From an optimization exercise on the open Yosys and OpenROAD flow, aimed at small area, a short achievable clock period and few clock cycles per item; shortcuts taken in it are not production practice. The RTL was checked by simulation tests, not by an equivalence proof against the original design. Power is estimated from default activity; no workload was simulated.

==> branch pepper: inputs <==
==> flow/design.v <==
`timescale 1ns / 1ps
package bba_pkg;
	localparam int LEVELS      = 16;
	localparam int ADDR_BITS   = 32;
	localparam int STACK_DEPTH = 2;
	localparam int LVL_W  = $clog2(LEVELS);
	localparam int SIZE_W     = 32;
	localparam int OFF_W      = 32;
	localparam int OUT_LVL_W  = 4;
	localparam int STATUS_W   = 2;
	localparam int MLOG2_W    = 5;
	localparam int TOP_W      = 4;
	localparam int CFG_IDX_W  = 2;
	localparam int CFG_DATA_W = 5;
	localparam int UNIT_W = LEVELS - 1;
	localparam logic [STATUS_W-1:0] ST_GRANT     = 2'd0;
	localparam logic [STATUS_W-1:0] ST_TOO_LARGE = 2'd1;
	localparam logic [STATUS_W-1:0] ST_NO_MEM    = 2'd2;
	localparam logic [CFG_IDX_W-1:0] REG_MIN_LOG2  = 2'd0;
	localparam logic [CFG_IDX_W-1:0] REG_TOP_LEVEL = 2'd1;
	localparam logic [MLOG2_W-1:0] MLOG2_RST = 5'd4;
	localparam logic [TOP_W-1:0]   TOP_RST   = 4'd10;
endpackage
`timescale 1ns / 1ps
import bba_pkg::*;
module bba_cell (
	input  logic [SIZE_W-1:0] size,
	output logic [4:0]        lead,     
	output logic              lower     
);
	logic [15:0] a1, m1;
	logic [0:0]  p1 [16];
	logic [7:0]  a2, m2;
	logic [1:0]  p2 [8];
	logic [3:0]  a3, m3;
	logic [2:0]  p3 [4];
	logic [1:0]  a4, m4;
	logic [3:0]  p4 [2];
	always_comb begin
		for (int i = 0; i < 16; i++) begin
			a1[i] = size[2*i] | size[2*i+1];
			m1[i] = size[2*i] & size[2*i+1];
			p1[i] = size[2*i+1];
		end
		for (int i = 0; i < 8; i++) begin
			a2[i] = a1[2*i] | a1[2*i+1];
			m2[i] = m1[2*i] | m1[2*i+1] | (a1[2*i] & a1[2*i+1]);
			p2[i] = a1[2*i+1] ? {1'b1, p1[2*i+1]} : {1'b0, p1[2*i]};
		end
		for (int i = 0; i < 4; i++) begin
			a3[i] = a2[2*i] | a2[2*i+1];
			m3[i] = m2[2*i] | m2[2*i+1] | (a2[2*i] & a2[2*i+1]);
			p3[i] = a2[2*i+1] ? {1'b1, p2[2*i+1]} : {1'b0, p2[2*i]};
		end
		for (int i = 0; i < 2; i++) begin
			a4[i] = a3[2*i] | a3[2*i+1];
			m4[i] = m3[2*i] | m3[2*i+1] | (a3[2*i] & a3[2*i+1]);
			p4[i] = a3[2*i+1] ? {1'b1, p3[2*i+1]} : {1'b0, p3[2*i]};
		end
		lower = m4[0] | m4[1] | (a4[0] & a4[1]);
		lead  = a4[1] ? {1'b1, p4[1]} : {1'b0, p4[0]};
	end
endmodule
module bba_fit (
	input  logic [4:0]          lead,
	input  logic                lower,
	input  logic [MLOG2_W-1:0]  min_log2,
	output logic [LEVELS-1:0]   ge          
);
	logic [5:0] clog;
	logic [6:0] d;
	assign clog = 6'(lead) + 6'(lower);
	assign d    = 7'(clog) - 7'(min_log2);
	always_comb begin
		for (int k = 0; k < LEVELS; k++)
			ge[k] = d[6] || (d[5:4] == 2'b00 && d[3:0] <= 4'(k));
	end
endmodule
`timescale 1ns / 1ps
import bba_pkg::*;
module buddy_block_allocate_core (
	input  logic                  clk,
	input  logic                  arst_n,
	input  logic                  in_valid,
	output logic                  in_ready,
	input  logic [SIZE_W-1:0]     req_size,
	output logic                  out_valid,
	input  logic                  out_ready,
	output logic [STATUS_W-1:0]   status,
	output logic [OFF_W-1:0]      block_offset,
	output logic [OUT_LVL_W-1:0]  block_level,
	input  logic                  cfg_valid,
	output logic                  cfg_ready,
	input  logic [CFG_IDX_W-1:0]  cfg_index,
	input  logic [CFG_DATA_W-1:0] cfg_data
);
	logic rdy_q;       
	logic o_vld_q;
	logic o_free;      
	logic a_req_q;
	logic a_stall;     
	logic proc;        
	assign o_free  = !o_vld_q || out_ready;
	assign a_stall = a_req_q && !o_free;
	assign proc    = a_req_q && o_free;
	logic              n_req, n_cfg0, n_cfg1, n_any;
	logic [4:0]        n_data;
	logic [4:0]        in_lead;
	logic              in_lower;
	bba_cell u_lead (
		.size  (req_size),
		.lead  (in_lead),
		.lower (in_lower)
	);
	assign in_ready  = rdy_q;
	assign cfg_ready = rdy_q;
	assign n_req  = in_valid && rdy_q;
	assign n_cfg0 = cfg_valid && rdy_q && (cfg_index == REG_MIN_LOG2);
	assign n_cfg1 = cfg_valid && rdy_q && (cfg_index == REG_TOP_LEVEL);
	assign n_any  = n_req || n_cfg0 || n_cfg1;
	assign n_data = cfg_valid ? cfg_data : in_lead;
	logic              r_req_q, r_cfg0_q, r_cfg1_q;
	logic [4:0]        r_data_q;    
	logic              r_lower_q;   
	logic              k_vld_q;
	logic              k_req_q, k_cfg0_q, k_cfg1_q;
	logic [4:0]        k_data_q;
	logic              k_lower_q;
	logic              r_any;
	logic              r_load;
	logic              k_vld_d;
	assign r_any   = r_req_q || r_cfg0_q || r_cfg1_q;
	assign r_load  = !a_stall || !r_any;
	assign k_vld_d = a_stall && r_any && (k_vld_q || n_any);
	always_ff @(posedge clk or negedge arst_n) begin
		if (!arst_n) begin
			r_req_q  <= 1'b0;
			r_cfg0_q <= 1'b0;
			r_cfg1_q <= 1'b0;
			k_vld_q  <= 1'b0;
			rdy_q    <= 1'b0;
		end else begin
			if (r_load) begin
				r_req_q  <= k_vld_q ? k_req_q  : n_req;
				r_cfg0_q <= k_vld_q ? k_cfg0_q : n_cfg0;
				r_cfg1_q <= k_vld_q ? k_cfg1_q : n_cfg1;
			end
			k_vld_q <= k_vld_d;
			rdy_q   <= !k_vld_d;
		end
	end
	always_ff @(posedge clk) begin
		if (r_load) begin
			r_data_q  <= k_vld_q ? k_data_q  : n_data;
			r_lower_q <= k_vld_q ? k_lower_q : in_lower;
		end
		if (!k_vld_q) begin
			k_req_q   <= n_req;
			k_cfg0_q  <= n_cfg0;
			k_cfg1_q  <= n_cfg1;
			k_data_q  <= n_data;
			k_lower_q <= in_lower;
		end
	end
	logic [MLOG2_W-1:0] mlog2_q;
	logic [TOP_W-1:0]   top_q;
	logic [LEVELS-1:0]  f_ge;
	bba_fit u_fit (
		.lead      (r_data_q),
		.lower     (r_lower_q),
		.min_log2  (mlog2_q),
		.ge        (f_ge)
	);
	always_ff @(posedge clk or negedge arst_n) begin
		if (!arst_n) begin
			mlog2_q <= MLOG2_RST;
			top_q   <= TOP_RST;
		end else if (!a_stall) begin
			if (r_cfg0_q)
				mlog2_q <= r_data_q[MLOG2_W-1:0];
			if (r_cfg1_q)
				top_q <= r_data_q[TOP_W-1:0];
		end
	end
	logic              a_init_q;
	logic [LEVELS-1:0] a_ge_q;      
	always_ff @(posedge clk or negedge arst_n) begin
		if (!arst_n) begin
			a_req_q  <= 1'b0;
			a_init_q <= 1'b0;
		end else if (!a_stall) begin
			a_req_q  <= r_req_q;
			a_init_q <= r_cfg0_q || r_cfg1_q;
		end
	end
	always_ff @(posedge clk) begin
		if (!a_stall)
			a_ge_q <= f_ge;
	end
	logic [LEVELS-1:0] vld_q;
	logic [UNIT_W-1:0] off_w [LEVELS];    
	logic [LEVELS-1:0] avail;
	logic [LEVELS-1:0] pre;               
	logic [LEVELS-1:0] src;               
	logic [LEVELS-1:0] push;              
	logic              found;
	logic [UNIT_W-1:0] src_off;
	logic [UNIT_W-1:0] new_off;
	logic [UNIT_W-1:0] below_top;
	logic [LEVELS-1:0] top_hot;
	assign avail = vld_q & a_ge_q;
	always_comb begin
		pre[0] = avail[0];
		for (int k = 1; k < LEVELS; k++)
			pre[k] = pre[k-1] | avail[k];
	end
	assign found = pre[LEVELS-1];
	assign src   = avail & ~{pre[LEVELS-2:0], 1'b0};
	assign push  = a_ge_q & ~pre & {LEVELS{found}};
	always_comb begin
		for (int i = 0; i < UNIT_W; i++) begin
			src_off[i] = 1'b0;
			for (int k = 0; k < UNIT_W; k++)
				if (k < i) src_off[i] = src_off[i] | (src[k] & off_w[k][i]);
		end
	end
	assign new_off = ~pre[UNIT_W-1:0] | src_off;
	always_comb begin
		for (int k = 0; k < LEVELS; k++)
			top_hot[k] = (top_q == LVL_W'(k));
		for (int i = 0; i < UNIT_W; i++)
			below_top[i] = (LVL_W'(i) < top_q);
	end
	always_ff @(posedge clk or negedge arst_n) begin
		if (!arst_n)
			vld_q <= LEVELS'(1) << TOP_RST;
		else if (a_init_q)
			vld_q <= top_hot;
		else if (proc)
			vld_q <= (vld_q & ~src) | push;
	end
	for (genvar j = 0; j < LEVELS; j++) begin : g_lvl
		if (j < UNIT_W - 1) begin : g_off
			logic [UNIT_W-1:j+1] off_q;
			always_ff @(posedge clk) begin
				if (proc && push[j])
					off_q <= new_off[UNIT_W-1:j+1];
			end
			assign off_w[j] = {off_q, (j + 1)'(0)};
		end else begin : g_none
			assign off_w[j] = '0;
		end
	end
	logic [LVL_W-1:0]    want;
	logic                too_large;
	logic [STATUS_W-1:0] res_st;
	logic [LVL_W-1:0]    res_lvl;
	logic [UNIT_W-1:0]   res_off;
	always_comb begin
		want = '0;
		for (int k = LEVELS - 1; k >= 0; k--)
			if (a_ge_q[k])
				want = LVL_W'(k);
	end
	assign too_large = !a_ge_q[top_q];
	assign res_st    = too_large ? ST_TOO_LARGE : (found ? ST_GRANT : ST_NO_MEM);
	assign res_lvl   = found ? want : '0;
	assign res_off   = (src_off | push[UNIT_W-1:0]) & below_top;
	logic [STATUS_W-1:0]  o_st_q;
	logic [LVL_W-1:0]     o_lvl_q;
	logic [OFF_W-1:0]     o_off_q;
	always_ff @(posedge clk or negedge arst_n) begin
		if (!arst_n)
			o_vld_q <= 1'b0;
		else if (o_free)
			o_vld_q <= a_req_q;
	end
	always_ff @(posedge clk) begin
		if (o_free) begin
			o_st_q  <= res_st;
			o_lvl_q <= res_lvl;
			o_off_q <= OFF_W'(res_off) << mlog2_q;
		end
	end
	assign out_valid    = o_vld_q;
	assign status       = o_st_q;
	assign block_level  = o_lvl_q;
	assign block_offset = o_off_q;
endmodule
==> flow/flow/run.sh <==
#!/bin/bash
set -euo pipefail
SETUP_MARGIN=6.5
bash standard.sh SETUP_SLACK_MARGIN=$SETUP_MARGIN \
	"BUFFER_PORTS_ARGS=-buffer_cell sky130_fd_sc_hd__buf_1" finish > flow.log 2>&1
test -s out/final.def
==> flow/standard.sh <==
#!/bin/bash
# synth_recipe.tcl (not shown) runs the flow's synth.tcl, then flattens the netlist and writes it again
# the make line also repeats each setting of config.mk as NAME=value (left out here)
make -C /OpenROAD-flow-scripts/flow DESIGN_CONFIG=/design/flow/config.mk WORK_HOME=/design/flow/orfs CLKGATE_MAP_FILE= SYNTH_SCRIPT=/design/flow/synth_recipe.tcl "${@:-finish}"
==> flow/config.mk <==
export PLATFORM = sky130hd
export DESIGN_NAME = buddy_block_allocate_core
export DESIGN_NICKNAME = buddy_block_allocate_core
export VERILOG_FILES = /design/flow/design.v
export SDC_FILE = /design/flow/constraint.sdc
export NUM_CORES = 4
export LEC_CHECK = 0
export CAP_MARGIN = 20
export CORE_MARGIN = 2
export CORE_UTILIZATION = 60
export SLEW_MARGIN = 20
==> flow/constraint.sdc <==
create_clock -name core_clock -period 10.0 [get_ports {clk}]
set_input_delay 2.0000 -clock core_clock [delete_from_list [all_inputs] [get_ports {clk}]]
set_output_delay 2.0000 -clock core_clock [all_outputs]
set_load 0.01 [all_outputs]
==> branch harbor (differences from branch pepper) <==
==> flow/flow/run.sh (replaced) <==
#!/bin/bash
set -euo pipefail
SETUP_MARGIN=6.5
bash standard.sh SETUP_SLACK_MARGIN=$SETUP_MARGIN finish > flow.log 2>&1
test -s out/final.def
Settings changed: CORE_UTILIZATION 60 to 40.
==> branch fjord (differences from branch pepper) <==
Settings changed: ABC_AREA set to 1, CTS_BUF_LIST set to sky130_fd_sc_hd__clkbuf_8, CTS_CLUSTER_DIAMETER set to 60, CTS_CLUSTER_SIZE set to 14.
==> run notes <==
Synthesized-area fraction occupied by xor and xnor cells: branch fjord 0.00245; branch pepper 0.00163; branch harbor 0.00163
Endpoint of the worst hold-timing path: branch fjord k_data_q[3]; branch pepper k_data_q[3]; branch harbor k_cfg0_q
Post-placement worst setup slack: branch fjord 5.92 ns; branch pepper 5.48 ns; branch harbor 5.03 ns
DRC marker count from the first detailed-route iteration: branch fjord 715; branch pepper 1157; branch harbor 967
Run status: branch fjord complete, no violations; branch pepper complete, no violations; branch harbor complete, no violations
Reg clk slew, reported paths: branch fjord 0.09 ns; branch pepper 0.06 ns; branch harbor 0.06 ns
Area delta synth->final: branch fjord 9.46%; branch pepper 18.9%; branch harbor 25.2%
Crit Reg-Reg Endpoint: branch fjord a_ge_q[1]; branch pepper o_off_q[14]; branch harbor o_off_q[16]
Total of clock buffers placed in the layout: branch fjord 21; branch pepper 31; branch harbor 30
Final period demand of the worst path: branch fjord 3.32 ns; branch pepper 3.50 ns; branch harbor 3.45 ns
Depth of the worst register-to-register path: branch fjord 16; branch pepper 11; branch harbor 11
Area occupied by multi-input gates: branch fjord 4200 sq um; branch pepper 4840 sq um; branch harbor 4930 sq um
Startpoint of the worst hold path: branch fjord k_data_q[3]; branch pepper k_data_q[3]; branch harbor k_cfg0_q
Relative contribution of combinational cells to total power: branch fjord 0.508; branch pepper 0.504; branch harbor 0.519
Pwr Total: branch fjord 4.62 mW; branch pepper 5.28 mW; branch harbor 5.36 mW
GRT Max-Usage Layer: branch fjord met2; branch pepper met1; branch harbor met2
Largest net degree at the start of global routing: branch fjord 34; branch pepper 41; branch harbor 34
Height of the die: branch fjord 138 microns; branch pepper 138 microns; branch harbor 168 microns
Multi-input combinational cell count: branch fjord 800; branch pepper 707; branch harbor 708
Signal buffers share of area: branch fjord 0.0351; branch pepper 0.0667; branch harbor 0.0979
Worst path buffer plus inverter count: branch fjord 3; branch pepper 2; branch harbor 2
Clock distribution power: branch fjord 0.503 mW; branch pepper 0.789 mW; branch harbor 0.772 mW
Power in combinational cells: branch fjord 2.35 mW; branch pepper 2.66 mW; branch harbor 2.78 mW
Total track usage: branch fjord 0.284; branch pepper 0.318; branch harbor 0.226
Testbench counts of branch pepper, summed over its fixed seeds: cycles 2,462, items 2,304.
Testbench counts of branch harbor, summed over its fixed seeds: cycles 2,462, items 2,304.
Testbench counts of branch fjord, summed over its fixed seeds: cycles 2,462, items 2,304.

==> port drivers added, routing unchanged <==
In the flow no input, the clock included, has a driving cell. The finished layouts below were timed again as built, in two steps. Step 1: set_driving_cell puts a clkbuf_16 on clk and a buf_2 on each other input, an assumption about the parent block. Step 2 moves the port delays by t, midway between the first and last clock arrival at a register: inputs arrive t later, outputs are due t later. That takes back most of the time a late clock gives input paths. Slacks: no drivers / after step 1 / after step 2; pairs: no drivers / after step 1.
run	t, ns	slack for setup (ns)	worst setup path after step 2	latest minus earliest clock arrival (ns)	cell pins on the clock port's net
branch pepper	0.553	6.502 / 6.502 / 6.067	input to register	0.028 / 0.027	1
branch harbor	0.548	6.552 / 6.519 / 6.054	input to register	0.015 / 0.015	1
branch fjord	0.550	6.676 / 6.690 / 6.141	input to register	0.023 / 0.023	1
After both steps every run listed still meets setup and hold. For branch fjord, which loses most, drivers alone change the setup slack by +0.014 ns; drivers and shift together by -0.535 ns.
